Background: an optimization exercise with open tools, aiming at small area, a short achievable clock period and few clock cycles per item. Do not read the settings as production practice. RTL that was checked went through simulation tests only; none was proved equivalent to the original. For runs 3 and 4, only the layout was checked, not whether the RTL still works.

===== flow/config.mk =====
export PLATFORM = sky130hd
export DESIGN_NAME = aes256_key_expand
export DESIGN_NICKNAME = aes256_key_expand
export VERILOG_FILES = /design/flow/design.v
export SDC_FILE = /design/flow/constraint.sdc
export NUM_CORES = 4
export LEC_CHECK = 0
export CAP_MARGIN = 20
export CORE_MARGIN = 2
export CORE_UTILIZATION = 40
export PLACE_DENSITY = 0.6
export SETUP_SLACK_MARGIN = 3.5
export SLEW_MARGIN = 20
export TNS_END_PERCENT = 0

===== flow/constraint.sdc =====
create_clock -name core_clock -period 6.0 [get_ports {clk}]
set_input_delay 1.2000 -clock core_clock [delete_from_list [all_inputs] [get_ports {clk}]]
set_output_delay 1.2000 -clock core_clock [all_outputs]
set_load 0.01 [all_outputs]

===== flow/design.v =====
`default_nettype none
package aes_pkg;
  localparam logic [7:0] RCON_INIT = 8'h01;
  localparam logic [2047:0] SBOX_TBL = {
    128'h637c777bf26b6fc53001672bfed7ab76,
    128'hca82c97dfa5947f0add4a2af9ca472c0,
    128'hb7fd9326363ff7cc34a5e5f171d83115,
    128'h04c723c31896059a071280e2eb27b275,
    128'h09832c1a1b6e5aa0523bd6b329e32f84,
    128'h53d100ed20fcb15b6acbbe394a4c58cf,
    128'hd0efaafb434d338545f9027f503c9fa8,
    128'h51a3408f929d38f5bcb6da2110fff3d2,
    128'hcd0c13ec5f974417c4a77e3d645d1973,
    128'h60814fdc222a908846eeb814de5e0bdb,
    128'he0323a0a4906245cc2d3ac629195e479,
    128'he7c8376d8dd54ea96c56f4ea657aae08,
    128'hba78252e1ca6b4c6e8dd741f4bbd8b8a,
    128'h703eb5664803f60e613557b986c11d9e,
    128'he1f8981169d98e949b1e87e9ce5528df,
    128'h8ca1890dbfe6426841992d0fb054bb16
  };
  typedef enum logic [1:0] {
    IDLE  = 2'd0,
    GEN   = 2'd1,
    DRAIN = 2'd2
  } state_t;
  function automatic logic [7:0] sbox(input logic [7:0] b);
    logic [10:0] idx;
    idx = {~b, 3'b000};
    sbox = SBOX_TBL[idx +: 8];
  endfunction
  function automatic logic [7:0] xtime(input logic [7:0] b);
    xtime = {b[6:0], 1'b0} ^ (b[7] ? 8'h1b : 8'h00);
  endfunction
  function automatic int nr_from_nk(input int nk);
    nr_from_nk = nk + 6;
  endfunction
endpackage
`default_nettype wire
`default_nettype none
module aes_subword
(
  input  logic [31:0] i_word,
  output logic [31:0] o_word
);
  for (genvar b = 0; b < 4; b++) begin : g_byte
    assign o_word[8*b +: 8] = aes_pkg::sbox(i_word[8*b +: 8]);
  end
endmodule
`default_nettype wire
`default_nettype none
module aes_key_expand (
  input  logic         clk,
  input  logic         reset,
  input  logic         start,
  input  logic [255:0] key_in,
  output logic         busy,
  output logic         rk_valid,
  input  logic         rk_ready,
  output logic [3:0]   rk_round,
  output logic [31:0]  k0_out,
  output logic [31:0]  k1_out,
  output logic [31:0]  k2_out,
  output logic [31:0]  k3_out,
  output logic         done
);
  logic [127:0] r_a, r_b;
  logic [3:0]   r_rnd;
  logic         r_busy, r_done;
  logic [31:0]  w_sub, w_temp;
  logic [7:0]   w_rcon;
  logic [31:0]  a0, a1, a2, a3;
  logic         w_adv, w_sel_load, w_sel_adv, w_sel_hold;
  logic [127:0] w_pre, w_base, w_next;
  assign a0 = r_a[127:96];
  assign a1 = r_a[95:64];
  assign a2 = r_a[63:32];
  assign a3 = r_a[31:0];
  aes_subword u_subword (
    .i_word (r_b[31:0]),
    .o_word (w_sub)
  );
  assign w_rcon = r_rnd[0] ? 8'h00 : (8'h01 << r_rnd[3:1]);
  assign w_adv = r_busy && rk_ready;
  assign w_temp = (w_adv && !r_rnd[0]) ? {w_sub[23:0], w_sub[31:24]}
                : (w_adv &&  r_rnd[0]) ? w_sub
                : 32'h0;
  assign w_pre[127:96] = a0 ^ {w_rcon, 24'h0};
  assign w_pre[95:64]  = a0 ^ a1 ^ {w_rcon, 24'h0};
  assign w_pre[63:32]  = a0 ^ a1 ^ a2 ^ {w_rcon, 24'h0};
  assign w_pre[31:0]   = a0 ^ a1 ^ a2 ^ a3 ^ {w_rcon, 24'h0};
  assign w_sel_load = !r_busy;
  assign w_sel_adv  = r_busy && rk_ready;
  assign w_sel_hold = r_busy && !rk_ready;
  assign w_base = ({128{w_sel_load}} & key_in[127:0])
                | ({128{w_sel_adv}}  & w_pre)
                | ({128{w_sel_hold}} & r_b);
  assign w_next = w_base ^ {4{w_temp}};
  always_ff @(posedge clk) begin
    r_a <= ({128{w_sel_load}} & key_in[255:128])
         | ({128{w_sel_adv}}  & r_b)
         | ({128{w_sel_hold}} & r_a);
    r_b <= w_next;
  end
  always_ff @(posedge clk) begin
    if (reset) begin
      r_busy <= 1'b0;
      r_done <= 1'b0;
      r_rnd  <= '0;
    end else begin
      r_done <= 1'b0;
      if (!r_busy) begin
        r_rnd <= '0;
        if (start)
          r_busy <= 1'b1;
      end else if (rk_ready) begin
        r_rnd <= r_rnd + 4'd1;
        if (r_rnd == 4'd14) begin
          r_busy <= 1'b0;
          r_done <= 1'b1;
        end
      end
    end
  end
  assign busy     = r_busy;
  assign rk_valid = r_busy;
  assign rk_round = r_rnd;
  assign k0_out   = a0;
  assign k1_out   = a1;
  assign k2_out   = a2;
  assign k3_out   = a3;
  assign done     = r_done;
endmodule
`default_nettype wire
`default_nettype none
module aes256_key_expand (
  input  logic         clk,
  input  logic         reset,
  input  logic         start,
  input  logic [255:0] key_in,
  output logic         busy,
  output logic         rk_valid,
  input  logic         rk_ready,
  output logic [3:0]   rk_round,
  output logic [31:0]  k0_out,
  output logic [31:0]  k1_out,
  output logic [31:0]  k2_out,
  output logic [31:0]  k3_out,
  output logic         done
);
  aes_key_expand u_core (
    .clk      (clk),
    .reset    (reset),
    .start    (start),
    .key_in   (key_in),
    .busy     (busy),
    .rk_valid (rk_valid),
    .rk_ready (rk_ready),
    .rk_round (rk_round),
    .k0_out   (k0_out),
    .k1_out   (k1_out),
    .k2_out   (k2_out),
    .k3_out   (k3_out),
    .done     (done)
  );
endmodule
`default_nettype wire

===== flow/flow/run.sh =====
#!/bin/bash
# Layout flow: the standard ORFS flow with two changes.
#  - Synthesis runs flow/my_synth.tcl: the standard synthesis script with a
#    different ABC mapping script (flow/my_abc.script) and without Yosys's
#    half/full-adder extraction. The registers come from the same Yosys
#    passes as in the standard synthesis.
#  - Every input and output port still gets its own buffer, but buffer_ports
#    is told to use the plain buf_1 cell instead of the delay cells it picks
#    by itself.
# ORFS writes each step's full log under orfs/logs; make's own output goes to
# flow_orfs.log in this folder.
set -euo pipefail
here=$(pwd)
bash standard.sh \
  SYNTH_SCRIPT="$here/flow/my_synth.tcl" \
  BUFFER_PORTS_ARGS="-buffer_cell sky130_fd_sc_hd__buf_1" \
  finish > "$here/flow_orfs.log" 2>&1

===== flow/flow/my_abc.script =====
strash
dc2
dch
map -D 1200
topo
stime -c
buffer -c
upsize -c
dnsize -c

===== flow/flow/my_synth.tcl =====
set my_abc_script [file join [file dirname [file normalize [info script]]] my_abc.script]
proc synth {args} { yosys synth -nofsm -noshare {*}$args }
proc extract_fa {args} { puts "my_synth: extract_fa skipped" }
proc abc {args} {
  set i [lsearch -exact $args -script]
  if {$i >= 0} { lset args [expr {$i + 1}] $::my_abc_script }
  yosys abc {*}$args
}
source $::env(SCRIPTS_DIR)/synth.tcl
# left out here: clear keep_hierarchy, flatten, clean up, hide names made inside functions, write 1_2_yosys.v

===== flow/standard.sh =====
#!/bin/bash
# synth_recipe.tcl (not shown) runs the flow's synth.tcl, then flattens the netlist and writes it again
# the make line also repeats each setting of config.mk as NAME=value (left out here)
make -C /OpenROAD-flow-scripts/flow DESIGN_CONFIG=/design/flow/config.mk WORK_HOME=/design/flow/orfs CLKGATE_MAP_FILE= SYNTH_SCRIPT=/design/flow/synth_recipe.tcl "${@:-finish}"

==> tab_implementation.tex, run 1 <==
\begin{tabular}{lr}
\hline
Metric & Value \\
\hline
\multicolumn{2}{l}{\textbf{Outcome}} \\
\quad Result of the run & complete, no violations \\
\multicolumn{2}{l}{\textbf{Setup path}} \\
\quad Critical path start-end classification & register to register \\
\quad Critical path cell sequence & buf\_12, buf\_4, nor2\_2, inv\_1, o21ai\_2, a21oi\_1, o21ai\_0, o311ai\_1, nand3\_2, o211ai\_4, buf\_4, nand3b\_1, nand2\_1 \\
\quad Buffers plus inverters on the worst setup path & 4 \\
\quad Worst setup path startpoint & u\_core.r\_b[1] \\
\quad Crit path capture type & register \\
\quad Cell with the largest stage delay on the worst path & o21ai\_0 \\
\quad Arrival time at the worst endpoint & 3.00 ns \\
\quad Most repeated library cell on the critical path & buf\_4 \\
\quad Category of the worst setup path launch point & register \\
\quad Largest fanout on the critical path & 11 \\
\quad End of the worst register-to-register path & u\_core.r\_b[77] \\
\quad Minimum setup slack among reg-to-reg paths & 3.45 ns \\
\quad Worst r2r src & u\_core.r\_b[1] \\
\quad Top delay family on crit path & compound AO/OA/AOI/OAI gates \\
\quad Critical path required time & 6.45 ns \\
\quad R2r worst-path depth & 13 \\
\quad Delay of the slowest critical-path stage & 0.34 ns \\
\multicolumn{2}{l}{\textbf{Clock network}} \\
\quad Number of buffers created by CTS & 34 \\
\quad TritonCTS clock tree & built \\
\quad CTS H-tree lvls & 2 \\
\quad Hold bufs inserted after CTS & 0 \\
\quad Clock Tree Root & clkbuf\_16 \\
\quad Deepest clock path buffer count & 3 \\
\quad CTS Sinks & 262 \\
\quad Skew-Pair Late Insertion Delay & 0.56 ns \\
\quad Clock transition at the register clock pins on the worst setup and hold paths after CTS & 0.06 ns \\
\multicolumn{2}{l}{\textbf{Layout}} \\
\quad Sequential Area & 5301 µm² \\
\quad Fillers & 5848 \\
\quad Number of nets in the finished design & 4340 \\
\quad Number of standard cells in the layout, taps in and fillers out & 4868 \\
\quad Layout-stage area growth over the synthesis result & 31.01\% \\
\quad Finished Cell Area & 29750 µm² \\
\quad Fraction of layout cells with a size suffix above 1 & 0.1777 \\
\quad Multi-input combinational cell area & 17710 µm² \\
\multicolumn{2}{l}{\textbf{Global routing}} \\
\quad Met1 Track Usage GR & 0.5217 \\
\quad Busiest layer in global routing & met2 \\
\quad Number of antenna violations at the first check in global routing & 14 \\
\quad Met2 usage & 0.6171 \\
\quad Combined global-route utilization of all metal layers & 0.4055 \\
\quad Pin count of the biggest net entering global routing & 127 \\
\quad Routing usage on met3 & 0.1010 \\
\quad Wire length of the first global-routing pass & 183.5 mm \\
\quad Vias in the first global route & 28297 \\
\quad Final global-route overflow total & 0 \\
\multicolumn{2}{l}{\textbf{Synthesis}} \\
\quad Cell types with the largest area share after synthesis & dfxtp\_1 23\%, nand2\_1 17\%, nand3\_1 6.2\%, o21ai\_0 5.5\%, nor2\_1 5.3\% \\
\quad Number of flip-flops and latches in the synthesized netlist & 262 \\
\quad Number of synthesis warnings & 2 \\
\quad Syn\_area\_per\_cell & 6.159 µm² \\
\quad Top cells by instance count after synthesis & 1003 x nand2\_1, 319 x nor2\_1, 281 x nand3\_1 \\
\quad Post-synthesis instance total & 3687 \\
\quad Mapped Nets & 3947 \\
\quad Most frequent cell after synthesis & nand2\_1 \\
\quad Proportion of netlist area held by the largest area contributor & 0.2310 \\
\quad Fraction of synthesis flops using an asynchronous set or reset pin & 0 \\
\quad Share of the yosys chip area belonging to registers & 0.2310 \\
\quad Cell type with the largest total area after synthesis & dfxtp\_1 \\
\quad Most common flop cell mapped by yosys & dfxtp\_1 \\
\quad Number of distinct standard cells referenced by the synthesized netlist & 68 \\
\quad Number of enable-type register cells in the synthesized netlist & 0 \\
\quad Netlist area before placement & 22710 µm² \\
\multicolumn{2}{l}{\textbf{Drt}} \\
\quad Via/cell ratio & 6.494 \\
\quad First drt pass iteration count & 9 \\
\quad Total routed wirelength & 129.9 mm \\
\quad Average wire per standard cell & 26.68 µm \\
\quad DRC violation count after routing & 0 \\
\quad Detailed router's first-iteration violation count & 4719 \\
\quad DRT antenna net count & 0 \\
\quad DR vias & 31611 \\
\multicolumn{2}{l}{\textbf{Floorplan}} \\
\quad Die area & 58690 µm² \\
\quad Die width & 242.3 µm \\
\quad Placeable core area & 56280 µm² \\
\quad Die outline height & 242.3 µm \\
\quad Cell row count & 87 \\
\quad Number of top-level pins & 395 \\
\quad Effective utilization at floorplan & 0.4035 \\
\multicolumn{2}{l}{\textbf{Min path}} \\
\quad Type of the worst min-delay path & register to register \\
\quad Hold path endpoint & u\_core.r\_a[115] \\
\quad Hold path startpoint & u\_core.r\_b[115] \\
\quad Worst hold stages & 2 \\
\multicolumn{2}{l}{\textbf{STA}} \\
\quad Endpoints failing hold & 0 \\
\quad Worst hold margin & 0.4356 ns \\
\quad Final setup violation count & 0 \\
\quad Worst slew slack as a fraction of its limit & 0.4337 \\
\quad Setup repair after global routing missed its margin & yes \\
\quad Setup TNS & 0 ns \\
\quad Time the worst path needs with I/O delays and setup & 2.546 ns \\
\quad Highest Clock Rate & 0.3928 GHz \\
\quad Number of pins exceeding their max-slew limit in the final report & 0 \\
\quad Fraction of the cycle the final worst path needs & 0.4243 \\
\quad Clock Skews & 0.02245 ns \\
\quad Worst path setup slack after routing & 3.454 ns \\
\quad Worst slew pin tran & 0.8483 ns \\
\multicolumn{2}{l}{\textbf{Place}} \\
\quad Placed Area & 24530 µm² \\
\quad Number of placed cells counting well taps & 4646 \\
\quad Routability Congestion & 1.097 \\
\quad Quantity of I/O buffers inserted on ports & 394 \\
\quad Post-detail-place hpwl & 89.95 mm \\
\quad Placement Setup Slack & 1.991 ns \\
\multicolumn{2}{l}{\textbf{Job}} \\
\quad Maximum capacitance violations & 0 \\
\hline
\end{tabular}
-- final cells by class --
class                   instances  share of cell area
diodes                         10           0.0008412
multi-input cells            2967              0.5955
repair inverters                3           0.0005888
repair buffers                600              0.1254
inverters                     212             0.03180
well taps                     756             0.03180
clock buffers                  49             0.03289
flip-flops and latches        262              0.1782
clock inverters                 9            0.002986
-- metal layers --
metal | up-vias | share of wire
met2 | 2489 | 0.42
met4 | 12 | 0.074
met1 | 14577 | 0.38
met5 | - | 0.00085
li1 | 13849 | -
met3 | 684 | 0.12
-- state kept, by name, indices dropped and copies added, names as in the netlist --
register,cells
u_core.r_a,128
u_core.r_b,128
u_core.r_busy,1
u_core.r_done,1
u_core.r_rnd,4
-- placed cells by master (no fill, tap or decap), drive strengths merged, types with 3 or more instances in the layout --
cell type and count:
diode 10, a211oi 11, and2 3, o22ai 22
xor2 53, nand4 19, o21ai 286, nand3 288
a32oi 12, o211ai 82, o21bai 16, clkinvlp 16
nor2 344, o21a 4, or2 14, nand3b 75
a21oi 217, a221oi 74, xnor2 35, o31ai 11
o221ai 37, clkbuf 62, a32o 4, nor3b 3
clkinv 5, buf 585, a22oi 158, a22o 11
dfxtp 262, a221o 4, a31o 3, a21o 7
nor3 22, o311ai 28, nand2 1023, a21boi 6
inv 202, o2111ai 15, a31oi 70
-- per-stage QoR --
stage | util
after floorplan | -
after global placement | 0.4359
after detailed placement | 0.4359
after CTS | 0.4850
after global routing | 0.5285
final | 0.5286
-- worst reg2reg max path, delay by kind of cell, from the launching register on --
kind            cells  cell delay (ns)
buf+inv             4             0.66
compound gates      5             0.98
simple gates        4             0.49
flops               1             0.32
-- how the worst max path moves through the flow --
stage / to / depth (start not counted)
2_1_floorplan: u_core.r_a[120] / 6
3_3_place_gp: u_core.r_b[31] / 10
3_5_place_dp: u_core.r_b[31] / 10
4_1_cts: u_core.r_b[33] / 13
5_1_grt: u_core.r_b[44] / 13
6_report: u_core.r_b[77] / 13
-- cells by family after synthesis --
| logic type | Yosys count | share of synthesized area |
|---|---|---|
| compound gates | 1086 | 0.3144 |
| buf+inv | 459 | 0.08276 |
| flops | 262 | 0.2310 |
| simple gates | 1792 | 0.3379 |
| xor+xnor | 88 | 0.03394 |
-- what timing repair did --
action                                  4_1_cts  5_1_grt
gates resized for setup                     322      353
pin swaps                                    27       68
endpoints found under the setup margin      173      134
buffers inserted                             47       89
cloned                                        5       12
Testbench counts, summed over its fixed seeds: cycles 3,072, keys 192.
==> inputs of run 2 (changes only) <==
--- a/flow/config.mk
+++ b/flow/config.mk
@@ -10,2 +10,3 @@
 export CORE_UTILIZATION = 40
+export CTS_BUF_LIST = sky130_fd_sc_hd__clkbuf_4 sky130_fd_sc_hd__clkbuf_8
 export PLACE_DENSITY = 0.6
@@ -13,2 +14 @@
 export SLEW_MARGIN = 20
-export TNS_END_PERCENT = 0
==> run 2 against run 1 <==
Against the previous run:
- area after synthesis unchanged
- wire length grew 1.5%
- sequential cell count did not move
- critical endpoint is now u_core.r_b[96]
- synthesized cell count did not move
- count of clock-buffer cells in the layout rose by 29
- non-clock buffer count increased by 24
- critical path type unchanged
==> tab_implementation.tex, run 2 <==
\begin{tabular}{lr}
\hline
Metric & Value \\
\hline
\multicolumn{2}{l}{\textbf{Setup path}} \\
\quad Buffers plus inverters on the worst setup path & 4 (unchanged) \\
\quad Minimum setup slack among reg-to-reg paths & 3.36 ns (-0.09 ns) \\
\quad Largest fanout on the critical path & 12 (+1) \\
\quad Cell with the largest stage delay on the worst path & o311ai\_1 \\
\quad Top delay family on crit path & simple AND/OR/NAND/NOR gates \\
\quad Delay of the slowest critical-path stage & 0.40 ns (+0.06 ns) \\
\quad Category of the worst setup path launch point & register \\
\quad Arrival time at the worst endpoint & 3.24 ns (+0.24 ns) \\
\quad Critical path required time & 6.60 ns (+0.15 ns) \\
\quad Critical path start-end classification & register to register \\
\quad Critical path cell sequence & buf\_12, clkinvlp\_4, buf\_12, buf\_12, nand2\_1, nand2\_1, o311ai\_1, nand3\_1, nand3\_2, nand3\_4, nand2\_2, nand4\_1, nand2\_1 \\
\quad Crit path capture type & register \\
\multicolumn{2}{l}{\textbf{Synthesis}} \\
\quad Fraction of synthesis flops using an asynchronous set or reset pin & 0 (unchanged) \\
\quad Number of distinct standard cells referenced by the synthesized netlist & 68 (unchanged) \\
\quad Most common flop cell mapped by yosys & dfxtp\_1 \\
\quad Mapped Nets & 3947 (unchanged) \\
\quad Netlist area before placement & 22710 µm² (unchanged) \\
\quad Syn\_area\_per\_cell & 6.159 µm² (unchanged) \\
\quad Number of synthesis warnings & 2 (unchanged) \\
\quad Top cells by instance count after synthesis & 1003 x nand2\_1, 319 x nor2\_1, 281 x nand3\_1 \\
\quad Cell type with the largest total area after synthesis & dfxtp\_1 \\
\quad Number of enable-type register cells in the synthesized netlist & 0 (unchanged) \\
\quad Post-synthesis instance total & 3687 (unchanged) \\
\quad Share of the yosys chip area belonging to registers & 0.2310 (unchanged) \\
\quad Cell types with the largest area share after synthesis & dfxtp\_1 23\%, nand2\_1 17\%, nand3\_1 6.2\%, o21ai\_0 5.5\%, nor2\_1 5.3\% \\
\quad Most frequent cell after synthesis & nand2\_1 \\
\quad Proportion of netlist area held by the largest area contributor & 0.2310 (unchanged) \\
\quad Number of flip-flops and latches in the synthesized netlist & 262 (unchanged) \\
\multicolumn{2}{l}{\textbf{Global routing}} \\
\quad Number of antenna violations at the first check in global routing & 12 (-2) \\
\quad Vias in the first global route & 28747 (+1.6\%) \\
\quad Combined global-route utilization of all metal layers & 0.4085 (+0.003003) \\
\quad Final global-route overflow total & 0 (unchanged) \\
\quad Wire length of the first global-routing pass & 185.7 mm (+1.2\%) \\
\quad Pin count of the biggest net entering global routing & 187 (+47\%) \\
\multicolumn{2}{l}{\textbf{Layout}} \\
\quad Fillers & 5797 (-0.87\%) \\
\quad Number of nets in the finished design & 4381 (+0.94\%) \\
\quad Fraction of layout cells with a size suffix above 1 & 0.2084 (+0.03066) \\
\quad Most frequent standard cell in the layout excluding fill and tap cells & nand2\_1 \\
\quad Utilization after layout & 0.5391 (+0.01054) \\
\quad Layout-stage area growth over the synthesis result & 33.62\% \\
\quad Highest-count cells in the layout ignoring fill and taps & 878 x nand2\_1, 375 x buf\_1, 252 x nor2\_1 \\
\quad Regs by FF count & u\_core.r\_a x128, u\_core.r\_b x128, u\_core.r\_rnd x4 \\
\multicolumn{2}{l}{\textbf{STA}} \\
\quad Highest Clock Rate & 0.3788 GHz (-3.6\%) \\
\quad Setup TNS & 0 ns (unchanged) \\
\quad Time the worst path needs with I/O delays and setup & 2.640 ns (+0.09434 ns) \\
\quad Endpoints failing hold & 0 (unchanged) \\
\quad Worst hold margin & 0.4447 ns (+0.009087 ns) \\
\quad Worst slew slack as a fraction of its limit & 0.3850 (-0.04867) \\
\quad Worst slew pin tran & 0.9224 ns (+0.07417 ns) \\
\quad Number of pins exceeding their max-slew limit in the final report & 0 (unchanged) \\
\quad Fraction of the cycle the final worst path needs & 0.4400 (+0.01572) \\
\quad Setup repair after global routing missed its margin & yes \\
\quad Final setup violation count & 0 (unchanged) \\
\quad Clock Skews & 0.03422 ns (+0.01177 ns) \\
\multicolumn{2}{l}{\textbf{Drt}} \\
\quad Detailed router's first-iteration violation count & 5047 (+7.0\%) \\
\quad Via/cell ratio & 6.534 (+0.63\%) \\
\quad DRC violation count after routing & 0 (unchanged) \\
\quad DR vias & 32149 (+1.7\%) \\
\quad Total routed wirelength & 131.8 mm (+1.5\%) \\
\quad First drt pass iteration count & 12 (+3) \\
\quad DRT antenna net count & 0 (unchanged) \\
\quad Average wire per standard cell & 26.79 µm (+0.43\%) \\
\multicolumn{2}{l}{\textbf{Clock network}} \\
\quad Clock transition at the register clock pins on the worst setup and hold paths after CTS & 0.06 ns (about the same) \\
\quad TritonCTS clock tree & built \\
\quad Skew-Pair Late Insertion Delay & 0.66 ns (+0.10 ns) \\
\quad Deepest clock path buffer count & 3 (unchanged) \\
\quad Clock Tree Root & clkbuf\_8 \\
\quad CTS H-tree lvls & 2 (unchanged) \\
\quad Number of buffers created by CTS & 51 (+50\%) \\
\quad CTS Sinks & 262 (unchanged) \\
\quad Hold bufs inserted after CTS & 0 (unchanged) \\
\multicolumn{2}{l}{\textbf{Outcome}} \\
\quad Result of the run & complete, no violations \\
\multicolumn{2}{l}{\textbf{Place}} \\
\quad Routability Congestion & 1.072 (-2.3\%) \\
\quad Quantity of I/O buffers inserted on ports & 394 (unchanged) \\
\quad Post-detail-place hpwl & 90.99 mm (+1.2\%) \\
\multicolumn{2}{l}{\textbf{Floorplan}} \\
\quad Effective utilization at floorplan & 0.4035 (unchanged) \\
\quad Cell row count & 87 (unchanged) \\
\quad Die width & 242.3 µm (unchanged) \\
\quad Number of top-level pins & 395 (unchanged) \\
\quad Placeable core area & 56280 µm² (unchanged) \\
\quad Die outline height & 242.3 µm (unchanged) \\
\quad Die area & 58690 µm² (unchanged) \\
\multicolumn{2}{l}{\textbf{Job}} \\
\quad Maximum capacitance violations & 0 (unchanged) \\
\multicolumn{2}{l}{\textbf{Min path}} \\
\quad Type of the worst min-delay path & register to register \\
\hline
\end{tabular}
==> run 2: cell families after synthesis <==
| family | after synthesis | synth area share |
|---|---|---|
| DFF | 262 | 0.2310 |
| AOI/OAI and AO/OA | 1086 | 0.3144 |
| buffers and inverters | 459 | 0.08276 |
| and+or+nand+nor | 1792 | 0.3379 |
| xor gates and xnor gates | 88 | 0.03394 |
==> run 2: metal layers <==
metal | wire length, µm | GRT usage | part of all wire | up-vias
met5 | 35 | 0 | 0.00027 | -
met4 | 9958 | 0.2260 | 0.076 | 6
met3 | 17090 | 0.1057 | 0.13 | 798
met2 | 55350 | 0.6204 | 0.42 | 2693
met1 | 49390 | 0.5258 | 0.37 | 14722
li1 | - | - | - | 13930
==> run 2: final cells by class <==
| cell class | count | area, µm² | share of cell area |
|---|---|---|---|
| multi-input combinational | 2967 | 17920 | 0.5907 |
| sequential | 262 | 5340 | 0.1760 |
| timing repair buffer | 624 | 4018 | 0.1324 |
| inverter | 212 | 960.9 | 0.03167 |
| tap | 756 | 945.9 | 0.03118 |
| clock buffer | 78 | 942.2 | 0.03105 |
| clock inverter | 10 | 170.2 | 0.005608 |
| timing repair inverter | 3 | 22.52 | 0.0007423 |
| antenna | 8 | 20.02 | 0.0006598 |
==> run 2: per-stage QoR <==
| stage | std cells | setup WS [ns] | cell area (µm²) |
|---|---|---|---|
| 6_report | 4920 | 3.360 | 30340 |
| 5_1_grt | 4920 | 3.371 | 30340 |
| 3_3_place_gp | 4640 | 1.998 | 24470 |
| 4_1_cts | 4797 | 3.434 | 27720 |
| 2_1_floorplan | 3687 | 3.509 | 22730 |
| 3_5_place_dp | 4640 | 1.999 | 24470 |
==> run 2: path summary, 6_finish.rpt <==
| kind | start | to | depth (start not counted) |
|---|---|---|---|
| worst max-delay path | u_core.r_b[3] | u_core.r_b[96] | 13 |
| worst min-delay path | u_core.r_b[107] | u_core.r_a[107] | 2 |
| worst max register to register | u_core.r_b[3] | u_core.r_b[96] | 13 |
| worst min register to register | u_core.r_b[107] | u_core.r_a[107] | 2 |
==> run 2: worst reg2reg max path, delay by kind of cell (launching register included) <==
| kind | cells | cell delay (ns) |
|---|---|---|
| buffers and inverters | 4 | 0.69 |
| and+or+nand+nor | 8 | 1.18 |
| AOI/OAI and AO/OA | 1 | 0.40 |
| DFF | 1 | 0.35 |
==> run 2: timing repair <==
item / 4_1_cts / 5_1_grt
gates resized for setup: 405 / 375
hold endpoints to repair: 0 / 0
endpoints found under the setup margin: 220 / 144
setup buffers: 62 / 103
gates cloned: 7 / 12
pin swaps: 36 / 86
==> inputs of run 3 (changes only) <==
--- a/flow/design.v
+++ b/flow/design.v
@@ -46,3 +46,6 @@
   for (genvar b = 0; b < 4; b++) begin : g_byte
-    assign o_word[8*b +: 8] = aes_pkg::sbox(i_word[8*b +: 8]);
+    logic [7:0] w_lo, w_hi;
+    assign w_lo = aes_pkg::sbox({1'b0, i_word[8*b +: 7]});
+    assign w_hi = aes_pkg::sbox({1'b1, i_word[8*b +: 7]});
+    assign o_word[8*b +: 8] = i_word[8*b+7] ? w_hi : w_lo;
   end
--- a/flow/config.mk
+++ b/flow/config.mk
@@ -10,3 +10,2 @@
 export CORE_UTILIZATION = 40
-export CTS_BUF_LIST = sky130_fd_sc_hd__clkbuf_4 sky130_fd_sc_hd__clkbuf_8
 export PLACE_DENSITY = 0.6
@@ -14 +13,2 @@
 export SLEW_MARGIN = 20
+export TNS_END_PERCENT = 0
==> run 3 against run 2 <==
Against the previous run:
- design area down 0.84%
- setup slack worse by 0.031 ns
- critical endpoint is now u_core.r_b[111]
==> tab_implementation.tex, run 3 <==
\begin{tabular}{lr}
\hline
Metric & Value \\
\hline
\multicolumn{2}{l}{\textbf{Setup path}} \\
\quad Cell with the largest stage delay on the worst path & dfxtp\_2 \\
\quad Largest fanout on the critical path & 12 (unchanged) \\
\quad Top delay family on crit path & simple AND/OR/NAND/NOR gates \\
\quad Crit path capture type & register \\
\quad Delay of the slowest critical-path stage & 0.35 ns (-0.05 ns) \\
\quad Category of the worst setup path launch point & register \\
\quad Buffers plus inverters on the worst setup path & 1 (-3) \\
\quad Critical path cell sequence & inv\_4, nand2\_2, nand2\_1, nand2\_1, nand4\_1, nand3\_1, a31oi\_2, o21ai\_4, nand2\_4, nand2\_1, o211ai\_1, nand2\_1 \\
\quad Arrival time at the worst endpoint & 3.16 ns (-0.08 ns) \\
\quad Critical path required time & 6.49 ns (-0.11 ns) \\
\quad Most repeated library cell on the critical path & nand2\_1 \\
\quad Critical path start-end classification & register to register \\
\multicolumn{2}{l}{\textbf{Synthesis}} \\
\quad Top cells by instance count after synthesis & 994 x nand2\_1, 318 x nor2\_1, 305 x nand3\_1 \\
\quad Number of flip-flops and latches in the synthesized netlist & 262 (unchanged) \\
\quad Cell types with the largest area share after synthesis & dfxtp\_1 24\%, nand2\_1 17\%, nand3\_1 6.8\%, o21ai\_0 6.0\%, a22oi\_1 5.7\% \\
\quad Post-synthesis instance total & 3643 (-1.2\%) \\
\quad Most common flop cell mapped by yosys & dfxtp\_1 \\
\quad Number of synthesis warnings & 2 (unchanged) \\
\quad Number of distinct standard cells referenced by the synthesized netlist & 57 (-16\%) \\
\quad Proportion of netlist area held by the largest area contributor & 0.2350 (+0.004027) \\
\quad Share of the yosys chip area belonging to registers & 0.2350 (+0.004027) \\
\quad Fraction of synthesis flops using an asynchronous set or reset pin & 0 (unchanged) \\
\quad Netlist area before placement & 22320 µm² (-1.7\%) \\
\quad Most frequent cell after synthesis & nand2\_1 \\
\quad Cell type with the largest total area after synthesis & dfxtp\_1 \\
\quad Syn\_area\_per\_cell & 6.126 µm² (-0.53\%) \\
\quad Number of enable-type register cells in the synthesized netlist & 0 (unchanged) \\
\quad Mapped Nets & 3903 (-1.1\%) \\
\multicolumn{2}{l}{\textbf{STA}} \\
\quad Endpoints failing hold & 0 (unchanged) \\
\quad Setup TNS & 0 ns (unchanged) \\
\quad Worst path setup slack after routing & 3.329 ns (-0.03144 ns) \\
\quad Highest Clock Rate & 0.3743 GHz (-1.2\%) \\
\quad Time the worst path needs with I/O delays and setup & 2.672 ns (+0.03144 ns) \\
\quad Setup repair after global routing missed its margin & yes \\
\quad Clock Skews & 0.02764 ns (-0.006585 ns) \\
\quad Worst hold margin & 0.4517 ns (+0.007087 ns) \\
\quad Worst slew pin tran & 1.044 ns (+0.1220 ns) \\
\quad Number of pins exceeding their max-slew limit in the final report & 0 (unchanged) \\
\quad Final setup violation count & 0 (unchanged) \\
\quad Worst slew slack as a fraction of its limit & 0.3037 (-0.08131) \\
\quad Fraction of the cycle the final worst path needs & 0.4453 (+0.005240) \\
\multicolumn{2}{l}{\textbf{Clock network}} \\
\quad Clock Tree Root & clkbuf\_16 \\
\quad TritonCTS clock tree & built \\
\quad Hold bufs inserted after CTS & 0 (unchanged) \\
\quad Number of buffers created by CTS & 31 (-39\%) \\
\quad Clock transition at the register clock pins on the worst setup and hold paths after CTS & 0.06 ns (about the same) \\
\quad CTS Sinks & 262 (unchanged) \\
\quad CTS H-tree lvls & 1 (-1) \\
\quad Deepest clock path buffer count & 3 (unchanged) \\
\quad Skew-Pair Late Insertion Delay & 0.63 ns (-0.03 ns) \\
\multicolumn{2}{l}{\textbf{Global routing}} \\
\quad Pin count of the biggest net entering global routing & 183 (-2.1\%) \\
\quad Vias in the first global route & 28838 (+0.32\%) \\
\quad Wire length of the first global-routing pass & 188.2 mm (+1.4\%) \\
\quad Combined global-route utilization of all metal layers & 0.4308 (+0.02232) \\
\quad Number of antenna violations at the first check in global routing & 19 (+7) \\
\quad Final global-route overflow total & 0 (unchanged) \\
\multicolumn{2}{l}{\textbf{Drt}} \\
\quad DRT antenna net count & 0 (unchanged) \\
\quad DR vias & 31792 (-1.1\%) \\
\quad Average wire per standard cell & 27.14 µm (+1.3\%) \\
\quad DRC violation count after routing & 0 (unchanged) \\
\quad First drt pass iteration count & 8 (-4) \\
\quad Detailed router's first-iteration violation count & 4614 (-8.6\%) \\
\quad Total routed wirelength & 131.7 mm (-0.13\%) \\
\quad Via/cell ratio & 6.554 (+0.30\%) \\
\multicolumn{2}{l}{\textbf{Floorplan}} \\
\quad Effective utilization at floorplan & 0.4051 (+0.001615) \\
\quad Cell row count & 86 (-1.1\%) \\
\quad Placeable core area & 55090 µm² (-2.1\%) \\
\quad Die area & 57700 µm² (-1.7\%) \\
\quad Number of top-level pins & 395 (unchanged) \\
\quad Die outline height & 240.2 µm (-0.85\%) \\
\quad Die width & 240.2 µm (-0.85\%) \\
\multicolumn{2}{l}{\textbf{Layout}} \\
\quad Layout-stage area growth over the synthesis result & 34.82\% \\
\quad Number of nets in the finished design & 4329 (-1.2\%) \\
\quad Regs by FF count & u\_core.r\_a x128, u\_core.r\_b x128, u\_core.r\_rnd x4 \\
\quad Fraction of layout cells with a size suffix above 1 & 0.1945 (-0.01385) \\
\quad Highest-count cells in the layout ignoring fill and taps & 858 x nand2\_1, 393 x buf\_1, 241 x nand3\_1 \\
\quad Utilization after layout & 0.5461 (+0.006986) \\
\quad Most frequent standard cell in the layout excluding fill and tap cells & nand2\_1 \\
\multicolumn{2}{l}{\textbf{Outcome}} \\
\quad Result of the run & complete, no violations \\
\multicolumn{2}{l}{\textbf{Min path}} \\
\quad Type of the worst min-delay path & register to register \\
\multicolumn{2}{l}{\textbf{Place}} \\
\quad Routability Congestion & 1.093 (+2.0\%) \\
\quad Quantity of I/O buffers inserted on ports & 394 (unchanged) \\
\quad Post-detail-place hpwl & 90.56 mm (-0.48\%) \\
\quad Placement Setup Slack & 1.928 ns (-0.07112 ns) \\
\multicolumn{2}{l}{\textbf{Job}} \\
\quad Maximum capacitance violations & 0 (unchanged) \\
\hline
\end{tabular}
## run 3: routing by layer
| metal | global-route usage | vias to the layer above | share of wire |
|---|---|---|---|
| met4 | 0.2565 | 22 | 0.084 |
| met5 | 0 | - | 0.0012 |
| met2 | 0.6612 | 2653 | 0.42 |
| li1 | - | 13819 | - |
| met1 | 0.5376 | 14596 | 0.36 |
| met3 | 0.1186 | 702 | 0.13 |
## run 3: worst min-delay path, stage by stage (launching register included)
cell and delay, ns:
dfxtp_1 0.31, nand2_1 0.06, nand2_1 0.04
## run 3: through the flow
step,instance area [µm²],cells
after floorplan,22320,3643
after global placement,24190,4597
after detailed placement,24190,4597
after CTS,27620,4741
after global routing,30080,4848
final,30090,4851
## run 3: kinds of logic (layout without fill, tap and decap cells)
| group | after synthesis | in the layout | share of synthesized area |
|---|---|---|---|
| simple gates | 1756 | 1758 | 0.3309 |
| flops | 262 | 262 | 0.2350 |
| buf+inv | 436 | 883 | 0.07754 |
| other cells | 0 | 11 | 0 |
| xor+xnor | 75 | 75 | 0.02943 |
| compound gates | 1114 | 1114 | 0.3271 |
## run 3: worst paths after layout
path | startpoint | depth (start not counted) | slack, ns | endpoint
setup / recovery | u_core.r_b[10] | 12 | 3.33 | u_core.r_b[111]
hold / removal | u_core.r_b[118] | 2 | 0.45 | u_core.r_a[118]
setup reg to reg | u_core.r_b[10] | 12 | 3.33 | u_core.r_b[111]
hold reg to reg | u_core.r_b[118] | 2 | 0.45 | u_core.r_a[118]
## run 3: repair_timing
item	CTS	global route
pin swaps	49	101
resized for setup	400	395
gates cloned	7	1
setup buffers	81	98
endpoints found under the setup margin	251	140
## run 3: layout make-up
type                            instances  area [µm²]
Antenna cell                           11       27.53
Clock buffer                           45       898.4
Clock inverter                         11       130.1
Fill cell                            5613       25010
Inverter                              197       887.1
Multi-Input combinational cell       2947       17960
Sequential cell                       262        5314
Tap cell                              748       935.9
Timing Repair Buffer                  630        3938
==> inputs of run 4 (changes only) <==
--- a/flow/design.v
+++ b/flow/design.v
@@ -40,2 +40,141 @@
 `default_nettype none
+module aes_sbox
+(
+  input  logic [7:0] i_byte,
+  output logic [7:0] o_byte
+);
+  logic U0, U1, U2, U3, U4, U5, U6, U7;
+  logic S0, S1, S2, S3, S4, S5, S6, S7;
+  logic T1, T2, T3, T4, T5, T6, T7, T8, T9, T10, T11, T12, T13, T14, T15, T16, T17, T18, T19, T20, T21, T22, T23, T24, T25, T26, T27, M1, M2, M3, M4, M5, M6, M7, M8, M9, M10, M11, M12, M13, M14, M15, M16, M17, M18, M19, M20, M21, M22, M23, M24, M25, M26, M27, M28, M29, M30, M31, M32, M33, M34, M35, M36, M37, M38, M39, M40, M41, M42, M43, M44, M45, M46, M47, M48, M49, M50, M51, M52, M53, M54, M55, M56, M57, M58, M59, M60, M61, M62, M63, L0, L1, L2, L3, L4, L5, L6, L7, L8, L9, L10, L11, L12, L13, L14, L15, L16, L17, L18, L19, L20, L21, L22, L23, L24, L25, L26, L27, L28, L29;
+  assign {U0, U1, U2, U3, U4, U5, U6, U7} = i_byte;
+  assign T1 = U0 ^ U3;
+  assign T2 = U0 ^ U5;
+  assign T3 = U0 ^ U6;
+  assign T4 = U3 ^ U5;
+  assign T5 = U4 ^ U6;
+  assign T6 = T1 ^ T5;
+  assign T7 = U1 ^ U2;
+  assign T8 = U7 ^ T6;
+  assign T9 = U7 ^ T7;
+  assign T10 = T6 ^ T7;
+  assign T11 = U1 ^ U5;
+  assign T12 = U2 ^ U5;
+  assign T13 = T3 ^ T4;
+  assign T14 = T6 ^ T11;
+  assign T15 = T5 ^ T11;
+  assign T16 = T5 ^ T12;
+  assign T17 = T9 ^ T16;
+  assign T18 = U3 ^ U7;
+  assign T19 = T7 ^ T18;
+  assign T20 = T1 ^ T19;
+  assign T21 = U6 ^ U7;
+  assign T22 = T7 ^ T21;
+  assign T23 = T2 ^ T22;
+  assign T24 = T2 ^ T10;
+  assign T25 = T20 ^ T17;
+  assign T26 = T3 ^ T16;
+  assign T27 = T1 ^ T12;
+  assign M1 = T13 & T6;
+  assign M2 = T23 & T8;
+  assign M3 = T14 ^ M1;
+  assign M4 = T19 & U7;
+  assign M5 = M4 ^ M1;
+  assign M6 = T3 & T16;
+  assign M7 = T22 & T9;
+  assign M8 = T26 ^ M6;
+  assign M9 = T20 & T17;
+  assign M10 = M9 ^ M6;
+  assign M11 = T1 & T15;
+  assign M12 = T4 & T27;
+  assign M13 = M12 ^ M11;
+  assign M14 = T2 & T10;
+  assign M15 = M14 ^ M11;
+  assign M16 = M3 ^ M2;
+  assign M17 = M5 ^ T24;
+  assign M18 = M8 ^ M7;
+  assign M19 = M10 ^ M15;
+  assign M20 = M16 ^ M13;
+  assign M21 = M17 ^ M15;
+  assign M22 = M18 ^ M13;
+  assign M23 = M19 ^ T25;
+  assign M24 = M22 ^ M23;
+  assign M25 = M22 & M20;
+  assign M26 = M21 ^ M25;
+  assign M27 = M20 ^ M21;
+  assign M28 = M23 ^ M25;
+  assign M29 = M28 & M27;
+  assign M30 = M26 & M24;
+  assign M31 = M20 & M23;
+  assign M32 = M27 & M31;
+  assign M33 = M27 ^ M25;
+  assign M34 = M21 & M22;
+  assign M35 = M24 & M34;
+  assign M36 = M24 ^ M25;
+  assign M37 = M21 ^ M29;
+  assign M38 = M32 ^ M33;
+  assign M39 = M23 ^ M30;
+  assign M40 = M35 ^ M36;
+  assign M41 = M38 ^ M40;
+  assign M42 = M37 ^ M39;
+  assign M43 = M37 ^ M38;
+  assign M44 = M39 ^ M40;
+  assign M45 = M42 ^ M41;
+  assign M46 = M44 & T6;
+  assign M47 = M40 & T8;
+  assign M48 = M39 & U7;
+  assign M49 = M43 & T16;
+  assign M50 = M38 & T9;
+  assign M51 = M37 & T17;
+  assign M52 = M42 & T15;
+  assign M53 = M45 & T27;
+  assign M54 = M41 & T10;
+  assign M55 = M44 & T13;
+  assign M56 = M40 & T23;
+  assign M57 = M39 & T19;
+  assign M58 = M43 & T3;
+  assign M59 = M38 & T22;
+  assign M60 = M37 & T20;
+  assign M61 = M42 & T1;
+  assign M62 = M45 & T4;
+  assign M63 = M41 & T2;
+  assign L0 = M61 ^ M62;
+  assign L1 = M50 ^ M56;
+  assign L2 = M46 ^ M48;
+  assign L3 = M47 ^ M55;
+  assign L4 = M54 ^ M58;
+  assign L5 = M49 ^ M61;
+  assign L6 = M62 ^ L5;
+  assign L7 = M46 ^ L3;
+  assign L8 = M51 ^ M59;
+  assign L9 = M52 ^ M53;
+  assign L10 = M53 ^ L4;
+  assign L11 = M60 ^ L2;
+  assign L12 = M48 ^ M51;
+  assign L13 = M50 ^ L0;
+  assign L14 = M52 ^ M61;
+  assign L15 = M55 ^ L1;
+  assign L16 = M56 ^ L0;
+  assign L17 = M57 ^ L1;
+  assign L18 = M58 ^ L8;
+  assign L19 = M63 ^ L4;
+  assign L20 = L0 ^ L1;
+  assign L21 = L1 ^ L7;
+  assign L22 = L3 ^ L12;
+  assign L23 = L18 ^ L2;
+  assign L24 = L15 ^ L9;
+  assign L25 = L6 ^ L10;
+  assign L26 = L7 ^ L9;
+  assign L27 = L8 ^ L10;
+  assign L28 = L11 ^ L14;
+  assign L29 = L11 ^ L17;
+  assign S0 = L6 ^ L24;
+  assign S1 = ~(L16 ^ L26);
+  assign S2 = ~(L19 ^ L28);
+  assign S3 = L6 ^ L21;
+  assign S4 = L20 ^ L22;
+  assign S5 = L25 ^ L29;
+  assign S6 = ~(L13 ^ L27);
+  assign S7 = ~(L6 ^ L23);
+  assign o_byte = {S0, S1, S2, S3, S4, S5, S6, S7};
+endmodule
 module aes_subword
@@ -46,6 +185,6 @@
   for (genvar b = 0; b < 4; b++) begin : g_byte
-    logic [7:0] w_lo, w_hi;
-    assign w_lo = aes_pkg::sbox({1'b0, i_word[8*b +: 7]});
-    assign w_hi = aes_pkg::sbox({1'b1, i_word[8*b +: 7]});
-    assign o_word[8*b +: 8] = i_word[8*b+7] ? w_hi : w_lo;
+    aes_sbox u_sbox (
+      .i_byte (i_word[8*b +: 8]),
+      .o_byte (o_word[8*b +: 8])
+    );
   end
@@ -75,3 +214,3 @@
   logic [31:0]  a0, a1, a2, a3;
-  logic         w_adv, w_sel_load, w_sel_adv, w_sel_hold;
+  logic         w_adv;
   logic [127:0] w_pre, w_base, w_next;
@@ -94,13 +233,11 @@
   assign w_pre[31:0]   = a0 ^ a1 ^ a2 ^ a3 ^ {w_rcon, 24'h0};
-  assign w_sel_load = !r_busy;
-  assign w_sel_adv  = r_busy && rk_ready;
-  assign w_sel_hold = r_busy && !rk_ready;
-  assign w_base = ({128{w_sel_load}} & key_in[127:0])
-                | ({128{w_sel_adv}}  & w_pre)
-                | ({128{w_sel_hold}} & r_b);
+  assign w_base = !r_busy ? key_in[127:0]
+                : rk_ready ? w_pre
+                : r_b;
   assign w_next = w_base ^ {4{w_temp}};
   always_ff @(posedge clk) begin
-    r_a <= ({128{w_sel_load}} & key_in[255:128])
-         | ({128{w_sel_adv}}  & r_b)
-         | ({128{w_sel_hold}} & r_a);
+    if (!r_busy)
+      r_a <= key_in[255:128];
+    else if (rk_ready)
+      r_a <= r_b;
     r_b <= w_next;
==> flow/run.sh (new file) <==
#!/bin/bash
# synth_recipe.tcl (not shown) runs the flow's synth.tcl, then flattens the netlist and writes it again
# the make line also repeats each setting of config.mk as NAME=value (left out here)
make -C /OpenROAD-flow-scripts/flow DESIGN_CONFIG=/design/flow/config.mk WORK_HOME=/design/flow/orfs CLKGATE_MAP_FILE= SYNTH_SCRIPT=/design/flow/synth_recipe.tcl finish
--- a/flow/config.mk
+++ b/flow/config.mk
@@ -11,4 +11,3 @@
 export PLACE_DENSITY = 0.6
-export SETUP_SLACK_MARGIN = 3.5
+export SETUP_SLACK_MARGIN = 3.0
 export SLEW_MARGIN = 20
-export TNS_END_PERCENT = 0
removed: flow/flow/run.sh
removed: flow/flow/my_abc.script
removed: flow/flow/my_synth.tcl
removed: flow/standard.sh
==> run 4 against run 3 <==
Against the previous run:
- die area down 5.9%
- wire length shrank 41%
- synthesized cell count down 37%
- design area increased by 7.1%
- first-iteration DRC count down 74%
- via count shrank 39%
- critical endpoint is now u_core.r_b[2]
==> tab_implementation.tex, run 4 <==
\begin{tabular}{lr}
\hline
Metric & Value \\
\hline
\multicolumn{2}{l}{\textbf{Outcome}} \\
\quad Result of the run & complete, no violations \\
\multicolumn{2}{l}{\textbf{STA}} \\
\quad Fraction of the cycle the final worst path needs & 0.8499 (+0.4046) \\
\quad Highest Clock Rate & 0.1961 GHz (-48\%) \\
\quad Setup repair after global routing missed its margin & yes \\
\quad Worst slew slack as a fraction of its limit & 0.2574 (-0.04633) \\
\quad Endpoints failing hold & 0 (unchanged) \\
\quad Clock Skews & 0.02888 ns (+0.001242 ns) \\
\quad Final setup violation count & 0 (unchanged) \\
\quad Time the worst path needs with I/O delays and setup & 5.099 ns (+2.428 ns) \\
\quad Setup TNS & 0 ns (unchanged) \\
\quad Number of pins exceeding their max-slew limit in the final report & 0 (unchanged) \\
\quad Worst slew pin tran & 1.114 ns (+0.06950 ns) \\
\quad Worst path setup slack after routing & 0.9006 ns (-2.428 ns) \\
\multicolumn{2}{l}{\textbf{Floorplan}} \\
\quad Placeable core area & 51610 µm² (-6.3\%) \\
\quad Die outline height & 233.0 µm (-3.0\%) \\
\quad Die width & 233.0 µm (-3.0\%) \\
\quad Number of top-level pins & 395 (unchanged) \\
\quad Cell row count & 83 (-3.5\%) \\
\quad Die area & 54280 µm² (-5.9\%) \\
\quad Effective utilization at floorplan & 0.4063 (+0.001250) \\
\multicolumn{2}{l}{\textbf{Drt}} \\
\quad First drt pass iteration count & 5 (-3) \\
\quad Via/cell ratio & 5.454 (-17\%) \\
\quad Detailed router's first-iteration violation count & 1203 (-74\%) \\
\quad Average wire per standard cell & 21.55 µm (-21\%) \\
\quad Total routed wirelength & 77.19 mm (-41\%) \\
\quad DRC violation count after routing & 0 (unchanged) \\
\quad DRT antenna net count & 0 (unchanged) \\
\quad DR vias & 19537 (-39\%) \\
\multicolumn{2}{l}{\textbf{Setup path}} \\
\quad Largest fanout on the critical path & 6 (-6) \\
\quad Category of the worst setup path launch point & register \\
\quad Critical path start-end classification & register to register \\
\quad Most repeated library cell on the critical path & a2111o\_1 \\
\quad Delay of the slowest critical-path stage & 0.47 ns (+0.12 ns) \\
\quad Critical path required time & 6.49 ns (about the same) \\
\quad Cell with the largest stage delay on the worst path & xor3\_2 \\
\quad Critical path cell sequence & xor2\_4, buf\_12, xnor2\_4, xnor2\_2, ha\_1, or3\_4, and3\_4, or2\_4, a21oi\_1, o22ai\_1, o21ai\_1, nor2\_1, xor3\_2, and3b\_1, a2111o\_1, a2111o\_1, nand3\_1, or3b\_1 \\
\quad Crit path capture type & register \\
\quad Arrival time at the worst endpoint & 5.59 ns (+2.43 ns) \\
\multicolumn{2}{l}{\textbf{Layout}} \\
\quad Number of standard cells in the layout, taps in and fillers out & 3582 (-26\%) \\
\quad Sequential Area & 6619 µm² (+25\%) \\
\quad Utilization after layout & 0.6244 (+0.07830) \\
\quad Most frequent standard cell in the layout excluding fill and tap cells & clkdlybuf4s50\_1 \\
\quad Regs by FF count & u\_core.r\_a x128, u\_core.r\_b x128, u\_core.r\_rnd x4 \\
\quad Layout-stage area growth over the synthesis result & 53.67\% \\
\quad Number of nets in the finished design & 3146 (-27\%) \\
\quad Multi-input combinational cell area & 16830 µm² (-6.3\%) \\
\quad Fillers & 4323 (-23\%) \\
\quad Highest-count cells in the layout ignoring fill and taps & 391 x clkdlybuf4s50\_1, 234 x buf\_4, 232 x xnor2\_1 \\
\quad Fraction of layout cells with a size suffix above 1 & 0.3192 (+0.1247) \\
\multicolumn{2}{l}{\textbf{Synthesis}} \\
\quad Cell types with the largest area share after synthesis & edfxtp\_1 18\%, xnor2\_1 15\%, dfxtp\_1 13\%, mux2\_2 7.2\%, mux2i\_1 6.8\% \\
\quad Adder and majority cell fraction of the synthesized area & 0.006443 (+0.006443) \\
\quad Number of enable-type register cells in the synthesized netlist & 128 (+128) \\
\quad Post-synthesis instance total & 2292 (-37\%) \\
\quad Proportion of netlist area held by the largest area contributor & 0.1833 (-0.05175) \\
\quad Mapped Nets & 2562 (-34\%) \\
\quad Number of flip-flops and latches in the synthesized netlist & 262 (unchanged) \\
\quad Cell type with the largest total area after synthesis & edfxtp\_1 \\
\quad Number of distinct standard cells referenced by the synthesized netlist & 91 (+60\%) \\
\quad Top cells by instance count after synthesis & 364 x xnor2\_1, 230 x nor2\_1, 184 x a21oi\_1 \\
\quad Syn\_area\_per\_cell & 9.150 µm² (+49\%) \\
\quad Mux contribution to synthesized area & 0.1413 (+0.1413) \\
\quad Most common flop cell mapped by yosys & dfxtp\_1 \\
\quad Share of the yosys chip area belonging to registers & 0.3112 (+0.07616) \\
\quad Fraction of synthesis flops using an asynchronous set or reset pin & 0 (unchanged) \\
\quad Share of the synthesized area in compound gates (AO/OA/AOI/OAI) & 0.1486 (-0.1785) \\
\quad Netlist area before placement & 20970 µm² (-6.0\%) \\
\quad Post-synthesis simple-gate area fraction & 0.1213 (-0.2096) \\
\quad Synthesized-area fraction occupied by xor and xnor cells & 0.2332 (+0.2038) \\
\quad Number of synthesis warnings & 1 (-1) \\
\quad Main combinational cell family by area after synthesis & XOR/XNOR gates \\
\quad Most frequent cell after synthesis & xnor2\_1 \\
\multicolumn{2}{l}{\textbf{Clock network}} \\
\quad Clock transition at the register clock pins on the worst setup and hold paths after CTS & 0.06 ns (about the same) \\
\quad TritonCTS clock tree & built \\
\quad CTS H-tree lvls & 1 (unchanged) \\
\quad Clock Tree Root & clkbuf\_16 \\
\quad Deepest clock path buffer count & 3 (unchanged) \\
\quad Hold bufs inserted after CTS & 0 (unchanged) \\
\quad CTS Sinks & 262 (unchanged) \\
\quad Number of buffers created by CTS & 31 (unchanged) \\
\quad Skew-Pair Late Insertion Delay & 0.61 ns (-0.02 ns) \\
\multicolumn{2}{l}{\textbf{Place}} \\
\quad Number of placed cells counting well taps & 3279 (-29\%) \\
\quad Routability Congestion & 0.9243 (-15\%) \\
\quad Placement Setup Slack & 0.1896 ns (-1.738 ns) \\
\quad Post-detail-place hpwl & 54.78 mm (-40\%) \\
\quad Quantity of I/O buffers inserted on ports & 394 (unchanged) \\
\multicolumn{2}{l}{\textbf{Global routing}} \\
\quad Number of antenna violations at the first check in global routing & 1 (-18) \\
\quad Vias in the first global route & 19651 (-32\%) \\
\quad Combined global-route utilization of all metal layers & 0.2755 (-0.1553) \\
\quad Final global-route overflow total & 0 (unchanged) \\
\quad Wire length of the first global-routing pass & 117.0 mm (-38\%) \\
\quad Pin count of the biggest net entering global routing & 80 (-56\%) \\
\multicolumn{2}{l}{\textbf{Min path}} \\
\quad Type of the worst min-delay path & register to register \\
\multicolumn{2}{l}{\textbf{Job}} \\
\quad Maximum capacitance violations & 0 (unchanged) \\
\hline
\end{tabular}
[run 4: final timing paths]
check	startpoint	to	slack, ns	depth (start not counted)
max	u_core.r_b[3]	u_core.r_b[2]	0.90	18
min	u_core.r_b[66]	u_core.r_b[66]	0.50	2
max reg2reg	u_core.r_b[3]	u_core.r_b[2]	0.90	18
min reg2reg	u_core.r_b[66]	u_core.r_b[66]	0.50	2
[run 4: repair_timing]
item | in CTS | in global routing
resized for setup | 358 | 102
cloned | 5 | 1
endpoints found under the setup margin | 134 | 184
buffers inserted | 201 | 37
pin swaps | 172 | 90
hold endpoints to repair | 0 | 0
[run 4: kinds of logic (layout without fill, tap and decap cells)]
kind of cell,Yosys count,count (layout)
multiplexers,278,278
XOR/XNOR,501,502
adder cells (fa/ha/maj),11,11
flip-flops,262,262
AO/OA/AOI/OAI,499,499
other,0,1
AND/OR/NAND/NOR,555,555
buffers and inverters,186,794
[run 4: layer usage]
metal,wire [µm],vias to the layer above,global-route usage
met5,0,-,0
met4,1978,0,0.07365
met3,4075,120,0.03811
met2,37780,650,0.4744
met1,33350,9456,0.3611
li1,-,9311,-
[run 4: stage by stage]
stage / hold WS (ns) / cell area [µm²]
final: 0.5006 / 32230
after global routing: 0.5346 / 32230
after CTS: 0.5085 / 31350
after detailed placement: 0.4940 / 26640
after global placement: 0.4859 / 26640
after floorplan: 0.4591 / 22200
[run 4: critical path, delay by kind of cell (launching register included)]
kind / cells / cell delay [ns]
fa+ha+maj: 1 / 0.26
buf+inv: 1 / 0.14
simple gates: 7 / 1.68
flops: 1 / 0.36
compound gates: 5 / 1.57
xor+xnor: 4 / 0.97
[run 4: area by class of cell]
cell class	count	share of cell area
inverters	24	0.002912
diodes	1	0.00007765
clock buffers	49	0.02741
repair buffers	712	0.2116
multi-input cells	1845	0.5221
well taps	680	0.02640
flip-flops and latches	262	0.2054
clock inverters	9	0.004115

-- what the ideal ports hide --
How much do the figures lean on ideal ports? The routed layouts below were timed once more, with nothing changed but the port constraints.
Step 1 sets driving cells, clkbuf_16 on the clock port and buf_2 on the other inputs (assumed; they add their load-dependent delay and slew).
Step 2 moves the port delays by t, midway between the first and last clock arrival at a register: inputs arrive t later, outputs are due t later. That takes back most of the time a late clock gives input paths.
Slacks: ideal / step 1 / step 2; pairs: ideal / step 1.
run	t (ns)	setup slack, ns	clock arrival spread, ns	worst register clock-pin slew, ns	cell pins on the clock port's net
run 1	0.613	3.454 / 3.428 / 2.889	0.024 / 0.024	0.06 / 0.06	1
run 2	0.703	3.360 / 3.360 / 2.913	0.035 / 0.035	0.07 / 0.07	1
run 3	0.680	3.329 / 3.329 / 2.856	0.028 / 0.027	0.08 / 0.08	1
run 4	0.653	0.901 / 0.901 / 0.901	0.029 / 0.029	0.06 / 0.06	1
After both steps every run listed still meets setup and hold. For run 1, which loses most, drivers alone change the setup slack by -0.026 ns; drivers and shift together by -0.565 ns.
